From an optimization exercise on the open Yosys and OpenROAD flow, aimed at small area, a short achievable clock period and few clock cycles per item; shortcuts taken in it are not production practice.
Only simulation tests tie the RTL to the original design; equivalence was not proved.
Power figures rest on the tool's default switching activity, not on a simulated workload.

==> inputs of v26 <==
// avst_pkt_arbiter
module avst_pkt_arbiter #(
  parameter int N_PORTS = 4,
  parameter int DATA_W  = avst_pkg::AVST_DATA_W,
  parameter int EMPTY_W = avst_pkg::AVST_EMPTY_W,
  parameter int CHAN_W  = avst_pkg::AVST_CHAN_W,
  parameter int IDX_W   = (N_PORTS > 1) ? $clog2(N_PORTS) : 1
) (
  input  logic                   clk,
  input  logic                   rst,
  input  logic [N_PORTS-1:0]     avst_in_valid,
  output logic [N_PORTS-1:0]     avst_in_ready,
  input  logic [N_PORTS-1:0]     avst_in_startofpacket,
  input  logic [N_PORTS-1:0]     avst_in_endofpacket,
  input  logic [N_PORTS*DATA_W-1:0]  avst_in_data,
  input  logic [N_PORTS*EMPTY_W-1:0] avst_in_empty,
  input  logic [N_PORTS*CHAN_W-1:0]  avst_in_channel,
  input  logic                   avst_out_ready,
  output logic                   avst_out_valid,
  output logic                   avst_out_startofpacket,
  output logic                   avst_out_endofpacket,
  output logic [DATA_W-1:0]      avst_out_data,
  output logic [EMPTY_W-1:0]     avst_out_empty,
  output logic [CHAN_W-1:0]      avst_out_channel,
  output logic [IDX_W-1:0]       avst_out_port,
  output logic                   sop_err
);
==> flow/config.mk <==
export PLATFORM = sky130hd
export DESIGN_NAME = avst_pkt_arbiter
export DESIGN_NICKNAME = avst_pkt_arbiter
export VERILOG_FILES = /design/flow/design.v
export SDC_FILE = /design/flow/constraint.sdc
export NUM_CORES = 4
export LEC_CHECK = 0
export CAP_MARGIN = 20
export CORE_AREA = 5 5 475 475
export DIE_AREA = 0 0 480 480
export SETUP_SLACK_MARGIN = 2.0
export SLEW_MARGIN = 20
==> flow/constraint.sdc <==
create_clock -name core_clock -period 4.5 [get_ports {clk}]
set_input_delay 0.9000 -clock core_clock [delete_from_list [all_inputs] [get_ports {clk}]]
set_output_delay 0.9000 -clock core_clock [all_outputs]
set_load 0.01 [all_outputs]
standard.sh (not shown) runs the stock make flow with config.mk's settings and CLKGATE_MAP_FILE= SYNTH_SCRIPT=/design/flow/synth_recipe.tcl, a recipe that flattens the netlist after the stock synthesis.
==> flow/flow/run.sh <==
#!/bin/bash
# The standard layout, with every port buffer made from the smallest buffer cell
# (the standard flow leaves the choice to the resizer, which picks a slow delay buffer).
set -o pipefail
export BUFFER_PORTS_ARGS="-buffer_cell sky130_fd_sc_hd__buf_1"
bash standard.sh > standard.log 2>&1
==> inputs of v25, as changes to v26 <==
Settings changed: CORE_AREA 5 5 475 475 to 5 5 295 295, DIE_AREA 0 0 480 480 to 0 0 300 300, SETUP_SLACK_MARGIN 2.0 to default.
==> comparison <==
- v25 aborted during I/O pin placement (PPL-0024). v26 finished clean.
- Synthesized cell count is the same in v25 and v26.
- In area after synthesis, v26 and v25 do not differ.
==> figures <==
|  | v25 | v26 |
|---|---|---|
| Result of the run | stopped before the end | timing/DRC/antenna clean |
| Failing step | I/O pin placement | - |
| Sequential element share of the synthesized area | 0.662 | 0.662 |
| Count of standard-cell rows | 106 | 172 |
| Ys flop type | dfxtp_1 | dfxtp_1 |
| Overall die height | 300 microns | 480 microns |
| Xor and xnor fraction of the mapped netlist area | 0 | 0 |
| Post-Syn Area per Cell | 12.6 sq um | 12.6 sq um |
| Multiplexer fraction of the synthesized cell area | 0.000490 | 0.000490 |
| Post-Synth Simple-Gate Area | 0.0631 | 0.0631 |
| Total standard cell area after synthesis | 0.0204 sq mm | 0.0204 sq mm |
| Horizontal die dimension | 300 microns | 480 microns |
| Post-synth cell types | 43 | 43 |
| Initial cell density of the core | 0.245 | 0.0931 |
Testbench counts of v26, summed over its fixed seeds: cycles 8,437, beats 7,399.
Testbench counts of v25, summed over its fixed seeds: cycles 8,437, beats 7,399.


==> build 22 <==
==> flow/design.v <==
package avst_pkg;
  localparam int AVST_DATA_W  = 128;
  localparam int AVST_EMPTY_W = 4;
  localparam int AVST_CHAN_W  = 128;
  typedef struct packed {
    logic                    sop;
    logic                    eop;
    logic [AVST_DATA_W-1:0]  data;
    logic [AVST_EMPTY_W-1:0] empty;
    logic [AVST_CHAN_W-1:0]  channel;
  } avst_beat_t;
  typedef enum logic [0:0] {
    IDLE   = 1'b0,
    LOCKED = 1'b1
  } arb_state_e;
endpackage
module avst_skid_buf #(
  parameter int BEAT_W = 266
) (
  input  logic              clk,
  input  logic              rst,
  input  logic              push_i,
  input  logic [BEAT_W-1:0] in_beat_i,
  output logic              space_d_o,
  output logic              out_valid_o,
  input  logic              out_ready_i,
  output logic [BEAT_W-1:0] out_beat_o
);
  logic [BEAT_W-1:0] out_q, skid_q, nxt;
  logic              out_v_q, skid_v_q, out_v_d, skid_v_d, load;
  assign nxt  = skid_v_q ? skid_q : in_beat_i;
  assign load = !out_v_q || out_ready_i;
  always_comb begin
    if (load) begin
      out_v_d  = skid_v_q || push_i;
      skid_v_d = 1'b0;
    end else begin
      out_v_d  = 1'b1;
      skid_v_d = skid_v_q || push_i;
    end
    if (rst) begin
      out_v_d  = 1'b0;
      skid_v_d = 1'b0;
    end
  end
  always_ff @(posedge clk) begin
    out_v_q  <= out_v_d;
    skid_v_q <= skid_v_d;
    skid_q   <= nxt;
    if (load) out_q <= nxt;
  end
  assign space_d_o   = !skid_v_d;
  assign out_valid_o = out_v_q;
  assign out_beat_o  = out_q;
endmodule
module avst_pkt_arbiter #(
  parameter int N_PORTS = 4,
  parameter int DATA_W  = avst_pkg::AVST_DATA_W,
  parameter int EMPTY_W = avst_pkg::AVST_EMPTY_W,
  parameter int CHAN_W  = avst_pkg::AVST_CHAN_W,
  parameter int IDX_W   = (N_PORTS > 1) ? $clog2(N_PORTS) : 1
) (
  input  logic                   clk,
  input  logic                   rst,
  input  logic [N_PORTS-1:0]     avst_in_valid,
  output logic [N_PORTS-1:0]     avst_in_ready,
  input  logic [N_PORTS-1:0]     avst_in_startofpacket,
  input  logic [N_PORTS-1:0]     avst_in_endofpacket,
  input  logic [N_PORTS*DATA_W-1:0]  avst_in_data,
  input  logic [N_PORTS*EMPTY_W-1:0] avst_in_empty,
  input  logic [N_PORTS*CHAN_W-1:0]  avst_in_channel,
  input  logic                   avst_out_ready,
  output logic                   avst_out_valid,
  output logic                   avst_out_startofpacket,
  output logic                   avst_out_endofpacket,
  output logic [DATA_W-1:0]      avst_out_data,
  output logic [EMPTY_W-1:0]     avst_out_empty,
  output logic [CHAN_W-1:0]      avst_out_channel,
  output logic [IDX_W-1:0]       avst_out_port,
  output logic                   sop_err
);
  localparam int BEAT_W = 2 + DATA_W + EMPTY_W + CHAN_W + IDX_W;
  logic [N_PORTS-1:0] sel_q, sel_d, mask_q, mask_d;
  logic               locked_q, locked_d;
  logic [IDX_W-1:0]   last_q, last_d, cand;
  logic               sop_err_q, ok, push, push_sop, push_eop, space_d;
  logic [BEAT_W-1:0]  in_beat, out_beat;
  assign ok   = !rst && ((avst_in_valid & mask_q) == '0);
  assign avst_in_ready = ok ? sel_q : '0;
  assign push = ok && ((avst_in_valid & sel_q) != '0);
  always_comb begin
    in_beat  = '0;
    push_sop = 1'b0;
    push_eop = 1'b0;
    for (int i = 0; i < N_PORTS; i++) begin
      if (sel_q[i]) begin
        in_beat = in_beat | {avst_in_startofpacket[i], avst_in_endofpacket[i],
                             avst_in_data[i*DATA_W +: DATA_W],
                             avst_in_empty[i*EMPTY_W +: EMPTY_W],
                             avst_in_channel[i*CHAN_W +: CHAN_W], IDX_W'(i)};
        push_sop = push_sop | avst_in_startofpacket[i];
        push_eop = push_eop | avst_in_endofpacket[i];
      end
    end
  end
  always_comb begin
    locked_d = locked_q;
    last_d   = last_q;
    if (push) begin
      for (int i = 0; i < N_PORTS; i++) if (sel_q[i]) last_d = IDX_W'(i);
      locked_d = !push_eop;
    end
    if (rst) begin
      locked_d = 1'b0;
      last_d   = IDX_W'(N_PORTS - 1);
    end
    cand   = IDX_W'((int'(last_d) + 1) % N_PORTS);
    mask_d = '0;
    begin : scan
      logic found;
      logic [N_PORTS-1:0] ahead;
      found = 1'b0;
      ahead = '0;
      for (int k = 1; k <= N_PORTS; k++) begin
        if (!found && avst_in_valid[(int'(last_d) + k) % N_PORTS]) begin
          found  = 1'b1;
          cand   = IDX_W'((int'(last_d) + k) % N_PORTS);
          mask_d = ahead;
        end
        ahead[(int'(last_d) + k) % N_PORTS] = 1'b1;
      end
    end
    if (locked_d) begin
      cand   = last_d;
      mask_d = '0;
    end
    sel_d = '0;
    if (space_d) sel_d[cand] = 1'b1;
  end
  always_ff @(posedge clk) begin
    if (rst) begin
      sop_err_q <= 1'b0;
    end else begin
      sop_err_q <= push && !locked_q && !push_sop;
    end
    locked_q <= locked_d;
    last_q   <= last_d;
    sel_q    <= sel_d;
    mask_q   <= mask_d;
  end
  avst_skid_buf #(
    .BEAT_W (BEAT_W)
  ) u_skid (
    .clk         (clk),
    .rst         (rst),
    .push_i      (push),
    .in_beat_i   (in_beat),
    .space_d_o   (space_d),
    .out_valid_o (avst_out_valid),
    .out_ready_i (avst_out_ready),
    .out_beat_o  (out_beat)
  );
  assign {avst_out_startofpacket, avst_out_endofpacket, avst_out_data, avst_out_empty,
          avst_out_channel, avst_out_port} = out_beat;
  assign sop_err = sop_err_q;
endmodule
==> flow/run.sh <==
#!/bin/bash
# synth_recipe.tcl (not shown) runs the flow's synth.tcl, then flattens the netlist and writes it again
# the make line also repeats each setting of config.mk as NAME=value (left out here)
make -C /OpenROAD-flow-scripts/flow DESIGN_CONFIG=/design/flow/config.mk WORK_HOME=/design/flow/orfs CLKGATE_MAP_FILE= SYNTH_SCRIPT=/design/flow/synth_recipe.tcl finish
==> flow/config.mk <==
export PLATFORM = sky130hd
export DESIGN_NAME = avst_pkt_arbiter
export DESIGN_NICKNAME = avst_pkt_arbiter
export VERILOG_FILES = /design/flow/design.v
export SDC_FILE = /design/flow/constraint.sdc
export NUM_CORES = 4
export LEC_CHECK = 0
export CAP_MARGIN = 20
export CORE_AREA = 5 5 475 475
export DIE_AREA = 0 0 480 480
export SLEW_MARGIN = 20
==> flow/constraint.sdc <==
create_clock -name core_clock -period 4.5 [get_ports {clk}]
set_input_delay 0.9000 -clock core_clock [delete_from_list [all_inputs] [get_ports {clk}]]
set_output_delay 0.9000 -clock core_clock [all_outputs]
set_load 0.01 [all_outputs]
==> inputs of build 14, as changes to build 22 <==
==> flow/design.v (replaced) <==
package avst_pkg;
  localparam int AVST_DATA_W  = 128;
  localparam int AVST_EMPTY_W = 4;
  localparam int AVST_CHAN_W  = 128;
  typedef struct packed {
    logic                    sop;
    logic                    eop;
    logic [AVST_DATA_W-1:0]  data;
    logic [AVST_EMPTY_W-1:0] empty;
    logic [AVST_CHAN_W-1:0]  channel;
  } avst_beat_t;
  typedef enum logic [0:0] {
    IDLE   = 1'b0,
    LOCKED = 1'b1
  } arb_state_e;
endpackage
module avst_skid_buf #(
  parameter int N_IN   = 4,
  parameter int BEAT_W = 266
) (
  input  logic                   clk,
  input  logic                   rst,
  input  logic                   push_i,
  input  logic [N_IN-1:0]        sel_i,
  input  logic [N_IN*BEAT_W-1:0] in_beats_i,
  output logic                   space_d_o,
  output logic                   out_valid_o,
  input  logic                   out_ready_i,
  output logic [BEAT_W-1:0]      out_beat_o
);
  logic [BEAT_W-1:0] out_q, skid_q, nxt;
  logic              out_v_q, skid_v_q, out_v_d, skid_v_d, load;
  always_comb begin
    nxt = {BEAT_W{skid_v_q}} & skid_q;
    for (int i = 0; i < N_IN; i++) nxt = nxt | ({BEAT_W{sel_i[i]}} & in_beats_i[i*BEAT_W +: BEAT_W]);
  end
  assign load = !out_v_q || out_ready_i;
  always_comb begin
    if (load) begin
      out_v_d  = skid_v_q || push_i;
      skid_v_d = 1'b0;
    end else begin
      out_v_d  = 1'b1;
      skid_v_d = skid_v_q || push_i;
    end
    if (rst) begin
      out_v_d  = 1'b0;
      skid_v_d = 1'b0;
    end
  end
  always_ff @(posedge clk) begin
    out_v_q  <= out_v_d;
    skid_v_q <= skid_v_d;
    skid_q   <= nxt;
    if (load) out_q <= nxt;
  end
  assign space_d_o   = !skid_v_d;
  assign out_valid_o = out_v_q;
  assign out_beat_o  = out_q;
endmodule
module avst_pkt_arbiter #(
  parameter int N_PORTS = 4,
  parameter int DATA_W  = avst_pkg::AVST_DATA_W,
  parameter int EMPTY_W = avst_pkg::AVST_EMPTY_W,
  parameter int CHAN_W  = avst_pkg::AVST_CHAN_W,
  parameter int IDX_W   = (N_PORTS > 1) ? $clog2(N_PORTS) : 1
) (
  input  logic                   clk,
  input  logic                   rst,
  input  logic [N_PORTS-1:0]     avst_in_valid,
  output logic [N_PORTS-1:0]     avst_in_ready,
  input  logic [N_PORTS-1:0]     avst_in_startofpacket,
  input  logic [N_PORTS-1:0]     avst_in_endofpacket,
  input  logic [N_PORTS*DATA_W-1:0]  avst_in_data,
  input  logic [N_PORTS*EMPTY_W-1:0] avst_in_empty,
  input  logic [N_PORTS*CHAN_W-1:0]  avst_in_channel,
  input  logic                   avst_out_ready,
  output logic                   avst_out_valid,
  output logic                   avst_out_startofpacket,
  output logic                   avst_out_endofpacket,
  output logic [DATA_W-1:0]      avst_out_data,
  output logic [EMPTY_W-1:0]     avst_out_empty,
  output logic [CHAN_W-1:0]      avst_out_channel,
  output logic [IDX_W-1:0]       avst_out_port,
  output logic                   sop_err
);
  localparam int BEAT_W = 2 + DATA_W + EMPTY_W + CHAN_W + IDX_W;
  logic [N_PORTS-1:0] sel_q, sel_d, mask_q, mask_d, last_q, last_d;
  logic [N_PORTS-1:0] sel_push, mask_push, sel_hold, mask_hold;
  logic [2*N_PORTS-1:0] scan_push, scan_hold;
  logic               locked_q, locked_d, sop_err_q;
  logic               ok, push, push_sop, push_eop, space_d;
  logic [N_PORTS*BEAT_W-1:0] port_beat;
  logic [BEAT_W-1:0]  out_beat;
  for (genvar gi = 0; gi < N_PORTS; gi++) begin : g_port
    assign port_beat[gi*BEAT_W +: BEAT_W] = {avst_in_startofpacket[gi], avst_in_endofpacket[gi],
                                             avst_in_data[gi*DATA_W +: DATA_W],
                                             avst_in_empty[gi*EMPTY_W +: EMPTY_W],
                                             avst_in_channel[gi*CHAN_W +: CHAN_W],
                                             IDX_W'(gi)};
  end
  assign ok            = !rst && ((avst_in_valid & mask_q) == '0);
  assign avst_in_ready = ok ? sel_q : '0;
  assign push          = ok && ((avst_in_valid & sel_q) != '0);
  assign push_sop      = (avst_in_startofpacket & sel_q) != '0;
  assign push_eop      = (avst_in_endofpacket & sel_q) != '0;
  function automatic logic [2*N_PORTS-1:0] rr_scan(input logic [N_PORTS-1:0] from,
                                                   input logic [N_PORTS-1:0] valid);
    logic [N_PORTS-1:0] win, mask, ahead;
    logic               found;
    win  = '0;
    mask = '0;
    for (int j = 0; j < N_PORTS; j++) begin
      if (from[j]) begin
        found = 1'b0;
        ahead = '0;
        for (int k = 1; k <= N_PORTS; k++) begin
          if (!found && valid[(j + k) % N_PORTS]) begin
            found = 1'b1;
            win[(j + k) % N_PORTS] = 1'b1;
            mask = mask | ahead;
          end
          ahead[(j + k) % N_PORTS] = 1'b1;
        end
        if (!found) win[(j + 1) % N_PORTS] = 1'b1;
      end
    end
    rr_scan = {win, mask};
  endfunction
  assign scan_push = rr_scan(sel_q, avst_in_valid);
  assign scan_hold = rr_scan(last_q, avst_in_valid);
  always_comb begin
    if (!push_eop) begin
      sel_push  = sel_q;
      mask_push = '0;
    end else begin
      sel_push  = scan_push[2*N_PORTS-1:N_PORTS];
      mask_push = scan_push[N_PORTS-1:0];
    end
    if (locked_q) begin
      sel_hold  = last_q;
      mask_hold = '0;
    end else begin
      sel_hold  = scan_hold[2*N_PORTS-1:N_PORTS];
      mask_hold = scan_hold[N_PORTS-1:0];
    end
    if (rst) begin
      sel_d    = N_PORTS'(1);
      mask_d   = '0;
      last_d   = N_PORTS'(1) << (N_PORTS - 1);
      locked_d = 1'b0;
    end else if (push) begin
      sel_d    = space_d ? sel_push : '0;
      mask_d   = mask_push;
      last_d   = sel_q;
      locked_d = !push_eop;
    end else begin
      sel_d    = space_d ? sel_hold : '0;
      mask_d   = mask_hold;
      last_d   = last_q;
      locked_d = locked_q;
    end
  end
  always_ff @(posedge clk) begin
    sop_err_q <= !rst && push && !locked_q && !push_sop;
    locked_q  <= locked_d;
    last_q    <= last_d;
    sel_q     <= sel_d;
    mask_q    <= mask_d;
  end
  avst_skid_buf #(
    .N_IN   (N_PORTS),
    .BEAT_W (BEAT_W)
  ) u_skid (
    .clk         (clk),
    .rst         (rst),
    .push_i      (push),
    .sel_i       (sel_q),
    .in_beats_i  (port_beat),
    .space_d_o   (space_d),
    .out_valid_o (avst_out_valid),
    .out_ready_i (avst_out_ready),
    .out_beat_o  (out_beat)
  );
  assign {avst_out_startofpacket, avst_out_endofpacket, avst_out_data, avst_out_empty,
          avst_out_channel, avst_out_port} = out_beat;
  assign sop_err = sop_err_q;
endmodule
==> flow/flow/run.sh (new file) <==
#!/bin/bash
# The standard layout, with every port buffer made from the smallest buffer cell
# (the standard flow leaves the choice to the resizer, which picks a slow delay buffer).
set -o pipefail
export BUFFER_PORTS_ARGS="-buffer_cell sky130_fd_sc_hd__buf_1"
bash standard.sh > standard.log 2>&1
==> flow/standard.sh (new file) <==
#!/bin/bash
# synth_recipe.tcl (not shown) runs the flow's synth.tcl, then flattens the netlist and writes it again
# the make line also repeats each setting of config.mk as NAME=value (left out here)
make -C /OpenROAD-flow-scripts/flow DESIGN_CONFIG=/design/flow/config.mk WORK_HOME=/design/flow/orfs CLKGATE_MAP_FILE= SYNTH_SCRIPT=/design/flow/synth_recipe.tcl "${@:-finish}"
removed: flow/run.sh
==> flow_summary_export.csv <==
group,metric,value,unit
outcome,status,"timing/DRC/antenna clean",
pwr,pg_clk,6060,uW
worst_setup_path,path_max_fanout,15,
min_path,whs_endpoint,"u_skid.skid_q[83]",
finish,multi_input_cells,912,
worst_setup_path,slowest_delay,0.78,ns
clock_network,clk_latency,0.71,ns
grt,grt_use_met2,25.0,%
pwr,p_per_area,600,nW/um^2
synthesis,syn_area,20400,sq um
synthesis,yosysTopAreaCellShare,38.8,%
route,vias,22300,
grt,grt_pass1_vias,22400,
worst_setup_path,critPathCaptureType,"output port",
pwr,pg_seq,7670,uW
worst_setup_path,r2r-start,"sel_q[2]",
clock_network,numCtsBuffers,71,
[end of results for build 14]
==> flow_summary_export.csv <==
group,metric,value,unit
worst_setup_path,critPathCaptureType,"flop",
worst_setup_path,slowest_delay,0.53,ns
min_path,whs_endpoint,"sop_err_q",
grt,grt_pass1_vias,23000,
synthesis,syn_area,22700,sq um
pwr,p_per_area,636,nW/um^2
outcome,status,"timing/DRC/antenna clean",
clock_network,numCtsBuffers,70,
pwr,pg_clk,5830,uW
route,vias,22500,
grt,grt_use_met2,27.1,%
finish,multi_input_cells,1141,
synthesis,yosysTopAreaCellShare,34.9,%
[end of results for build 22]
Testbench counts of build 22, summed over its fixed seeds: cycles 8,437, beats 7,399.
Testbench counts of build 14, summed over its fixed seeds: cycles 8,437, beats 7,399.

==> what the ideal ports hide <==
The results above use ideal ports. As a check the final layouts listed here were re-extracted and re-timed, cells and wires unchanged. Step 1 assumes that a clkbuf_16 drives the clock port and a buf_2 every other input. Step 2 times the ports against the registers' clock, not the clock port: input delays grow and output delays shrink by t, the midpoint of the rising clock arrivals with the driver on. Slacks: ideal / step 1 / step 2; pairs: ideal / step 1.
run | t (ns) | setup slack, ns | hold slack, ns | slew at the worst register clock pin (ns)
v26 | 0.712 | 1.655 / 1.598 / 1.598 | 0.459 / 0.439 / 0.459 | 0.06 / 0.06
build 22 | 0.726 | 0.452 / 0.485 / -0.241 | 0.431 / 0.431 / 0.431 | 0.07 / 0.07
build 14 | 0.746 | 0.997 / 0.969 / 0.969 | 0.441 / 0.407 / 0.456 | 0.07 / 0.07
Met with ideal ports but missed after step 2: setup timing in build 22. The setup slack of build 22, which loses most, moves by +0.033 ns with the drivers and by -0.693 ns with both steps.
